Background: an optimization exercise with open tools, aiming at a short achievable clock period and few clock cycles. Do not read the settings as production practice.
The RTL was checked by simulation tests, not by an equivalence proof against the original design.
Power figures rest on the tool's default switching activity, not on a simulated workload.

==> run B: inputs <==
// krnl_acc
module krnl_acc (
  input  logic               ap_clk,
  input  logic               ap_rst_n,
  input  logic               ap_start,
  input  logic [31:0]        cfg,
  output logic               ap_idle,
  output logic               ap_done,
  input  logic               ifm_valid,
  output logic               ifm_ready,
  input  logic [63:0]        ifm_data,
  input  logic               wgt_valid,
  output logic               wgt_ready,
  input  logic [63:0]        wgt_data,
  output logic               ofm_valid,
  input  logic               ofm_ready,
  output logic [127:0]       ofm_data
);
export LEC_CHECK = 0
export ABC_CLOCK_PERIOD_IN_PS = 3500
export CAP_MARGIN = 20
export CORE_MARGIN = 2
export CORE_UTILIZATION = 40
export SETUP_SLACK_MARGIN = 5
export SLEW_MARGIN = 20
export SYNTH_HIERARCHICAL = 1
export TNS_END_PERCENT = 100
create_clock -name core_clock -period 9.0 [get_ports {ap_clk}]
run.sh (not shown) runs the stock make flow with config.mk's settings and CLKGATE_MAP_FILE= SYNTH_SCRIPT=/design/flow/synth_recipe.tcl, a recipe that flattens the netlist after the stock synthesis.
==> run Z: changes against run B <==
--- a/flow/design.v
+++ b/flow/design.v
@@ -13,25 +13,21 @@
   input  logic        ap_rst_n,
   input  logic        ap_start,
   input  logic [31:0] cfg,
   input  logic        ifm_valid,
   input  logic        wgt_valid,
   input  logic        out_fire,    
   output logic        take,        
-  output logic        ifm_ready,   
-  output logic        wgt_ready,
   output logic        take_last,   
   output logic        ap_idle,
   output logic        ap_done
 );
   logic        busy;
   logic        done_q;
   logic        en_q;       
-  logic        en_i_q;     
-  logic        en_w_q;
   logic        more_q;     
   logic [15:0] ci_q;
   logic        ci1_q;
   logic [15:0] pc_q;       
   logic        lw_q;       
   logic [15:0] wc_q;       
   logic        lj_q;       
@@ -40,16 +36,14 @@
   logic        word_end;
   logic        job_end;
   logic        more_nx;
   logic        lw_nx;
   logic [1:0]  w_nx;
   assign start_acc = ap_start && !busy;
   assign take      = ifm_valid && wgt_valid && en_q;
-  assign ifm_ready = ifm_valid && wgt_valid && en_i_q;
-  assign wgt_ready = ifm_valid && wgt_valid && en_w_q;
   assign take_last = lw_q;
   assign word_end  = take && lw_q;
   assign job_end   = out_fire && (w_q == 2'd1) && !more_q;
   assign w_nx    = w_q + {1'b0, word_end} - {1'b0, out_fire};
   assign more_nx = start_acc || (more_q && !(word_end && lj_q));
   always_comb begin
     if (start_acc)      lw_nx = (cfg[31:16] == 16'd1);
@@ -58,25 +52,21 @@
     else                lw_nx = (pc_q == 16'd2);
   end
   always_ff @(posedge ap_clk) begin
     if (!ap_rst_n) begin
       busy   <= 1'b0;
       done_q <= 1'b0;
       en_q   <= 1'b0;
-      en_i_q <= 1'b0;
-      en_w_q <= 1'b0;
       more_q <= 1'b0;
       w_q    <= 2'd0;
     end else begin
       done_q <= job_end;
       w_q    <= w_nx;
       more_q <= more_nx;
       en_q   <= more_nx && (!lw_nx || (w_nx != 2'd3));
-      en_i_q <= more_nx && !(lw_nx && (w_nx == 2'd3));
-      en_w_q <= !(!more_nx || (lw_nx && w_nx[0] && w_nx[1]));
       if (start_acc)    busy <= 1'b1;
       else if (job_end) busy <= 1'b0;
     end
   end
   always_ff @(posedge ap_clk) begin
     lw_q <= lw_nx;
     if (start_acc) begin
@@ -808,18 +798,20 @@
   input  logic [127:0] word_cy,
   output logic         ofm_valid,
   input  logic         ofm_ready,
   output logic [127:0] ofm_data,
   output logic         out_fire
 );
   logic         o_v;
-  logic [127:0] o_p, o_c;
+  logic [255:0] o_d;
+  logic [255:0] word;
   logic         q0_v, q1_v;
-  logic [127:0] q0_p, q0_c, q1_p, q1_c;
+  logic [255:0] q0_d, q1_d;
   logic         o_free;
+  assign word     = {word_cy, word_p};
   assign out_fire = o_v && ofm_ready;
   assign o_free   = !o_v || ofm_ready;
   always_ff @(posedge ap_clk) begin
     if (!ap_rst_n) begin
       o_v  <= 1'b0;
       q0_v <= 1'b0;
       q1_v <= 1'b0;
@@ -834,28 +826,27 @@
     end else if (word_v) begin
       if (!q0_v) q0_v <= 1'b1;
       else       q1_v <= 1'b1;
     end
   end
   always_ff @(posedge ap_clk) begin
     if (o_free) begin
-      o_p <= q0_v ? (q0_p ^ q0_c) : word_p;
-      o_c <= q0_v ? 128'd0 : word_cy;
+      o_d <= q0_v ? q0_d : word;
     end
-    if (o_free || !q0_v) begin
-      q0_p <= q1_v ? (q1_p ^ q1_c) : word_p;
-      q0_c <= q1_v ? 128'd0 : word_cy;
+    if (o_free ? (q0_v && !q1_v) : (word_v && !q0_v)) begin
+      q0_d <= word;
+    end else if (o_free && q1_v) begin
+      q0_d <= q1_d;
     end
-    if (word_v && q0_v) begin
-      q1_p <= word_p;
-      q1_c <= word_cy;
+    if (word_v && (o_free ? q1_v : q0_v)) begin
+      q1_d <= word;
     end
   end
   assign ofm_valid = o_v;
-  assign ofm_data  = o_p ^ o_c;
+  assign ofm_data  = o_d[127:0] ^ o_d[255:128];
 endmodule
 `default_nettype wire
 `default_nettype none
 `timescale 1ns/1ns
 module mac_engine (
   input  logic         ap_clk,
   input  logic         ap_rst_n,
@@ -1823,20 +1814,20 @@
     .ap_rst_n  (ap_rst_n),
     .ap_start  (ap_start),
     .cfg       (cfg),
     .ifm_valid (ifm_valid),
     .wgt_valid (wgt_valid),
     .out_fire  (out_fire),
     .take      (take),
-    .ifm_ready (ifm_ready),
-    .wgt_ready (wgt_ready),
     .take_last (take_last),
     .ap_idle   (ap_idle),
     .ap_done   (ap_done)
   );
+  assign ifm_ready = take;
+  assign wgt_ready = take;
   operand_fetch i_operand_fetch (
     .ap_clk    (ap_clk),
     .ap_rst_n  (ap_rst_n),
     .take      (take),
     .take_last (take_last),
     .ifm_data  (ifm_data),
     .wgt_data  (wgt_data),
- SYNTH_HIERARCHICAL: 1 -> default
==> run notes <==
In run B the sequential power is higher than in run Z, by about 20%. Between run B and run Z, the lower synthesized cell count is in run Z (gap 4.3%, measured against run Z). Against run B, the first-iteration DRC count of run Z is larger by about 3.2%. Of run Z and run B, run Z has the higher cell count (gap about 2.7%, measured against run B). Worst hold slack: run Z is worse than run B (0.024 ns). Power: run Z is smaller than run B (4.9%).
Testbench counts of run B, summed over its fixed seeds: cycles 10,837.
Testbench counts of run Z, summed over its fixed seeds: cycles 10,837.

---

==> inputs of run a <==
krnl_acc, a different RTL version from the one above (not shown whole).
==> module operand_fifo, before the edit <==
module operand_fifo (
  input  logic         ap_clk,
  input  logic         ap_rst_n,
  input  logic         word_v,
  input  logic [127:0] word_p,
  input  logic [127:0] word_cy,
  output logic         ofm_valid,
  input  logic         ofm_ready,
  output logic [127:0] ofm_data,
  output logic         out_fire
);
  logic         o_v;
  logic [127:0] o_p, o_c;
  logic         q0_v, q1_v;
  logic [127:0] q0_p, q0_c, q1_p, q1_c;
  logic         o_free;
  assign out_fire = o_v && ofm_ready;
  assign o_free   = !o_v || ofm_ready;
  always_ff @(posedge ap_clk) begin
    if (!ap_rst_n) begin
      o_v  <= 1'b0;
      q0_v <= 1'b0;
      q1_v <= 1'b0;
    end else if (o_free) begin
      if (q0_v) begin
        o_v  <= 1'b1;
        q0_v <= q1_v || word_v;
        q1_v <= q1_v && word_v;
      end else begin
        o_v  <= word_v;
      end
    end else if (word_v) begin
      if (!q0_v) q0_v <= 1'b1;
      else       q1_v <= 1'b1;
    end
  end
  always_ff @(posedge ap_clk) begin
    if (o_free) begin
      o_p <= q0_v ? (q0_p ^ q0_c) : word_p;
      o_c <= q0_v ? 128'd0 : word_cy;
    end
    if (o_free || !q0_v) begin
      q0_p <= q1_v ? (q1_p ^ q1_c) : word_p;
      q0_c <= q1_v ? 128'd0 : word_cy;
    end
    if (word_v && q0_v) begin
      q1_p <= word_p;
      q1_c <= word_cy;
    end
  end
  assign ofm_valid = o_v;
  assign ofm_data  = o_p ^ o_c;
endmodule
export LEC_CHECK = 0
export ABC_CLOCK_PERIOD_IN_PS = 3500
export CAP_MARGIN = 20
export CORE_MARGIN = 2
export CORE_UTILIZATION = 40
export SETUP_SLACK_MARGIN = 5
export SLEW_MARGIN = 20
export SYNTH_HIERARCHICAL = 1
export TNS_END_PERCENT = 100
create_clock -name core_clock -period 9.0 [get_ports {ap_clk}]
standard.sh (not shown) runs the stock make flow with config.mk's settings and CLKGATE_MAP_FILE= SYNTH_SCRIPT=/design/flow/synth_recipe.tcl, a recipe that flattens the netlist after the stock synthesis.
==> flow/flow/run.sh <==
#!/bin/bash
# The standard layout (standard.sh), with the port buffers and pins chosen:
#  - every port gets a sky130_fd_sc_hd__buf_8 buffer (buffer_ports -buffer_cell)
#    instead of the placer's default pick;
#  - the operand handshake pins (both valids, both readys) are placed as a group,
#    since the readys depend on the valids combinationally.
# Synthesis is standard.sh's own, unchanged. Each step's full output goes to a
# log here; ORFS's own per-step logs stay under orfs/logs/.
set -euo pipefail
bash standard.sh synth > synth.log 2>&1
bash standard.sh \
  "BUFFER_PORTS_ARGS=-buffer_cell sky130_fd_sc_hd__buf_8" \
  "PLACE_PINS_ARGS=-group_pins {ifm_valid wgt_valid ifm_ready wgt_ready}" \
  finish > layout.log 2>&1
==> run b (differences from run a) <==
--- a/flow/design.v
+++ b/flow/design.v
@@ -803,8 +803,10 @@
 );
   logic         o_v;
-  logic [127:0] o_p, o_c;
+  logic [255:0] o_d;
+  logic [255:0] word;
   logic         q0_v, q1_v;
-  logic [127:0] q0_p, q0_c, q1_p, q1_c;
+  logic [255:0] q0_d, q1_d;
   logic         o_free;
+  assign word     = {word_cy, word_p};
   assign out_fire = o_v && ofm_ready;
   assign o_free   = !o_v || ofm_ready;
@@ -829,18 +831,15 @@
   always_ff @(posedge ap_clk) begin
     if (o_free) begin
-      o_p <= q0_v ? (q0_p ^ q0_c) : word_p;
-      o_c <= q0_v ? 128'd0 : word_cy;
+      o_d <= q0_v ? q0_d : word;
     end
     if (o_free || !q0_v) begin
-      q0_p <= q1_v ? (q1_p ^ q1_c) : word_p;
-      q0_c <= q1_v ? 128'd0 : word_cy;
+      q0_d <= q1_v ? q1_d : word;
     end
     if (word_v && q0_v) begin
-      q1_p <= word_p;
-      q1_c <= word_cy;
+      q1_d <= word;
     end
   end
   assign ofm_valid = o_v;
-  assign ofm_data  = o_p ^ o_c;
+  assign ofm_data  = o_d[127:0] ^ o_d[255:128];
 endmodule
 `default_nettype wire
==> flow/run.sh (new file) <==
#!/bin/bash
# synth_recipe.tcl (not shown) runs the flow's synth.tcl, then flattens the netlist and writes it again
# the make line also repeats each setting of config.mk as NAME=value (left out here)
make -C /OpenROAD-flow-scripts/flow DESIGN_CONFIG=/design/flow/config.mk WORK_HOME=/design/flow/orfs CLKGATE_MAP_FILE= SYNTH_SCRIPT=/design/flow/synth_recipe.tcl finish
SYNTH_HIERARCHICAL = unset   (was 1)
removed: flow/flow/run.sh
removed: flow/standard.sh
==> run c (differences from run a) <==
==> flow/run.sh (new file) <==
#!/bin/bash
# synth_recipe.tcl (not shown) runs the flow's synth.tcl, then flattens the netlist and writes it again
# the make line also repeats each setting of config.mk as NAME=value (left out here)
make -C /OpenROAD-flow-scripts/flow DESIGN_CONFIG=/design/flow/config.mk WORK_HOME=/design/flow/orfs CLKGATE_MAP_FILE= SYNTH_SCRIPT=/design/flow/synth_recipe.tcl finish
SYNTH_HIERARCHICAL = unset   (was 1)
removed: flow/flow/run.sh
removed: flow/standard.sh
==> notes <==
- The lowest critical path depth belongs to run a, the highest to run b.
- Against run b, the register-to-register slack of run c is better by 0.19 ns.
- Sequential share of layout area, highest first: run a, run c, run b.
- Between run a and run c, the lower clock-buffer cell count is in run c (gap 13).
Testbench counts of run a, summed over its fixed seeds: cycles 10,837.
Testbench counts of run b, summed over its fixed seeds: cycles 10,837.
Testbench counts of run c, summed over its fixed seeds: cycles 10,837.

-- static timing again, ports no longer ideal --
In the flow no input, the clock included, has a driving cell. The finished layouts below were timed again as built, in two steps. Step 1, drivers: a clkbuf_16 drives ap_clk and a buf_2 each remaining input, both assumed. Step 2 adds t to the input delays and takes it off the output delays; t is the mean of the earliest and latest rising clock arrival at the registers after step 1. Input paths then give back, and output paths get back, about the clock's delay inside the block. Slacks: ideal ports / drivers / drivers and shift; pairs: ideal ports / drivers.
run	t (ns)	setup WS [ns]	pins driven straight from the clock port
run B of note 1	0.854	4.998 / 4.992 / 4.199	1
run Z of note 1	0.869	4.966 / 4.962 / 4.179	1
run a of note 2	0.870	5.003 / 4.964 / 4.406	1
run b of note 2	0.863	4.789 / 4.789 / 4.174	1
run c of note 2	0.849	4.981 / 4.966 / 4.191	1
After both steps setup and hold are still met in every run listed. The setup slack of run B of note 1, which loses most, moves by -0.006 ns with the drivers and by -0.799 ns with both steps.
